Context: an optimization exercise on an open-source flow, tuned for small area, a short achievable clock period and few clock cycles per item. The choices shown serve that exercise and are no tape-out recipe.
At most, simulation tests tie the RTL to the original design; equivalence was not proved.
Power is estimated from default activity; no workload was simulated.

// md5crypt_cmp
module md5crypt_cmp (
	input wire PKT_COMM_CLK,
	input wire rst_n,
	input wire [7:0] din,                    
	output logic rd_en,
	input wire empty,
	output logic [15:0] dout,                
	output logic wr_en,
	input wire full,
	output logic [7:0] pkt_comm_status,
	output logic [7:0] app_status
);
	localparam logic [2:0] H0 = 3'd0;    
	localparam logic [2:0] H1 = 3'd1;    
	localparam logic [2:0] HC = 3'd2;    
	localparam logic [2:0] PY = 3'd3;    
	localparam logic [2:0] PC = 3'd4;    
	logic [1:0] ph;           
	logic [1:0] q;            
	logic rdy;
	logic [2:0] st;
	logic e_ver, e_type, e_len, e_chk, e_cfg, e_unc;
	logic is_cfg;             
	logic [10:0] lenw;        
	logic lbad;               
	logic mism;               
	logic [31:0] sum;         
	logic cy;                 
	logic [9:0] ci;           
	logic [4:0] count;        
	logic cbad;
	logic wok;                
	logic last;               
	logic cfg_end;            
	logic [4:0] hc;           
  ...
export LEC_CHECK = 0
export CAP_MARGIN = 20
export CORE_MARGIN = 2
export CORE_UTILIZATION = 45
export CTS_CLUSTER_DIAMETER = 80
export CTS_CLUSTER_SIZE = 30
export SETUP_SLACK_MARGIN = 2.7
export SLEW_MARGIN = 20
create_clock -name core_clock -period 5.0 [get_ports {PKT_COMM_CLK}]
run.sh (not shown) runs the stock make flow with config.mk's settings and CLKGATE_MAP_FILE= SYNTH_SCRIPT=/design/flow/synth_recipe.tcl, a recipe that flattens the netlist after the stock synthesis.
Rerun with:
--- a/flow/design.v
+++ b/flow/design.v
@@ -46,13 +46,13 @@
 	localparam logic [2:0] H0 = 3'd0;    
 	localparam logic [2:0] H1 = 3'd1;    
 	localparam logic [2:0] HC = 3'd2;    
 	localparam logic [2:0] PY = 3'd3;    
 	localparam logic [2:0] PC = 3'd4;    
 	logic [1:0] ph;           
-	logic [1:0] q;            
+	logic [1:0] ln;           
 	logic rdy;
 	logic [2:0] st;
 	logic e_ver, e_type, e_len, e_chk, e_cfg, e_unc;
 	logic is_cfg;             
 	logic [10:0] lenw;        
 	logic lbad;               
@@ -113,15 +113,17 @@
 			HC: st_n = PY;
 			PY: if (last) st_n = PC;
 			default: st_n = H0;
 			endcase
 		end
 	end
+	wire [1:0] ln_n = ln + {1'b0, take};
 	wire s1_cfg = t_py & is_cfg;
 	wire s1_wl = t_py & ~is_cfg;
 	wire cw = ci == 10'h3FF;                       
+	wire ci_lt = (ci[9:5] == 5'd0) & (ci[4:0] < count);
 	wire wr_ok = s1_cfg & wok;                     
 	logic [15:0] eq, we, mask;
 	always_comb begin
 		for (int i = 0; i < 16; i++) begin
 			eq[i] = tbl[i][31:24] == d1;
 			we[i] = wr_ok & (ci[3:0] == 4'(i));
@@ -179,22 +181,20 @@
 		hn = 4'd0;
 		for (int i = 15; i >= 0; i--)
 			if (mf[i]) hn = 4'(i);
 	end
 	wire allow_b2 = ~done_pend & ~hitpend & (~busy | (cnt >= 4'd5) | ((cnt == 4'd4) & ~full));
 	wire s2 = (|mf_n) & busy & ~ofin;
-	wire b2_stall = in_h0 & l1 & ~allow_b2;
-	wire c0_take = l3 & ~is_cfg & (in_hc | (in_py & ~last));
-	wire c0_wait = l3 & ~is_cfg & in_py;
-	wire rdy_take = ~err_now & ~b2_stall & ~(c0_take & s2);
-	wire rdy_wait = (q == 2'd1) & ~b2_stall & ~(c0_wait & s2);
+	wire nb_b2 = (st_n == H0) & (ln_n == 2'd2);
+	wire nb_c0 = (st_n == PY) & (ln_n == 2'd0) & ~is_cfg;
+	wire stall = (nb_b2 & ~allow_b2) | (nb_c0 & s2);
 	always_ff @(posedge PKT_COMM_CLK or negedge rst_n) begin
 		if (!rst_n) begin
-			ph <= 2'd3;
-			q <= 2'd1;
-			rdy <= 1'b0;
+			ph <= 2'd0;
+			ln <= 2'd0;
+			rdy <= 1'b1;
 			st <= H0;
 			e_ver <= 1'b0;
 			e_type <= 1'b0;
 			e_len <= 1'b0;
 			e_chk <= 1'b0;
 			e_cfg <= 1'b0;
@@ -207,27 +207,27 @@
 			t_h1 <= 1'b0;
 			t_cs <= 1'b0;
 			t_py <= 1'b0;
 			cfg_end <= 1'b0;
 		end else begin
 			ph <= ph + 2'd1;
-			q <= take ? 2'd0 : q - 2'd1;
+			ln <= ln_n;
 			st <= st_n;
-			rdy <= ~halt & (take ? rdy_take : rdy_wait);
+			rdy <= ~halt & ~err_now & ((ph + 2'd1) == ln_n) & ~stall;
 			if (take & ev) e_ver <= 1'b1;
 			if (take & et) e_type <= 1'b1;
 			if (take & el) e_len <= 1'b1;
 			if (take & ec) e_chk <= 1'b1;
 			t_h0 <= take & in_h0;
 			t_h1 <= take & in_h1;
 			t_cs <= take & in_cs;
 			t_py <= take & in_py;
 			cfg_end <= pkt_end & is_cfg;
 			if (s1_cfg & cw & m1 & (cbad | (d1 != 8'd0)))
 				e_cfg <= 1'b1;                      
-			if (s1_cfg & ~cw & m3 & ~wok)
+			if (s1_cfg & ~cw & m3 & ~ci_lt)
 				e_cfg <= 1'b1;                      
 			if (cfg_end) begin
 				if (ci != {5'd0, count})
 					e_cfg <= 1'b1;                  
 				else if (!e_cfg)
 					hc <= count;
@@ -295,16 +295,13 @@
 			lenw[10:6] <= din[4:0];
 			lbad <= lbad | (din[7:5] != 3'd0);
 		end
 		ci <= ci_n;
 		count <= count_n;
 		cbad <= cbad_n;
-		if (take & in_hc)
-			wok <= 1'b0;
-		else if (t_py & m3)
-			wok <= cw ? ~cbad_n : wok & (ci_inc[4:0] != count);
+		wok <= ~cbad_n & (ci_n[9:5] == 5'd0) & (ci_n[4:0] < count_n);
 		last <= (ci + 10'd2) == lenw[9:0];
 		mf <= mf_n;
 		hit <= |mf_n;
 		if (load_res) begin
 			odone <= 1'b0;
 			oval <= {1'b0, ci};
The new run completed with no timing, DRC or antenna violations.
Worst hold slack improved by 0.0059 ns.
Final area came out higher by about 3%.
Total power came out lower by about 1.2%.
Routed wire length came out higher by 2.9%.
Synthesized cell count came out higher by 0.65%.
Clock skew came out lower by 0.0062 ns.
Count of clock-buffer cells in the layout came out higher by 4.
Fmax came out higher by 19%.
Final cell count came out higher by about 2.3%.
Global-route usage came out higher by 0.46 points.
Critical path depth came out lower by 4.
Testbench counts after the change, summed over its fixed seeds: cycles 37,298, items 8,714.
Function not checked in the first run of this note: the RTL went through the layout flow alone.

-- afterwards: timing with drivers on the ports --
Ports are ideal in the flow. The routed layouts listed here were re-timed in OpenROAD.
Step 1 (the two cells are an assumption about what drives the block):
set clk [get_ports {PKT_COMM_CLK}]
set_driving_cell -lib_cell sky130_fd_sc_hd__clkbuf_16 $clk
set_driving_cell -lib_cell sky130_fd_sc_hd__buf_2 [delete_from_list [all_inputs] $clk]
Step 2 adds t to the input delays and takes it off the output delays; t is the mean of the earliest and latest rising clock arrival at the registers after step 1. Input paths then give back, and output paths get back, about the clock's delay inside the block.
a / b / c = ideal / step 1 / step 2; a / b = the first two.
| run | t, ns | setup WS [ns] | worst setup path after step 2 | latest minus earliest clock arrival (ns) | worst register clock-pin slew, ns |
|---|---|---|---|---|---|
| the first run | 0.659 | 2.073 / 2.073 / 1.611 | input to register | 0.032 / 0.031 | 0.12 / 0.12 |
| the second run | 0.660 | 2.548 / 2.527 / 2.105 | input to register | 0.026 / 0.026 | 0.11 / 0.11 |
After both steps every run listed still meets setup and hold. The setup slack of the first run, which loses most, moves by 0.000 ns with the drivers and by -0.462 ns with both steps.
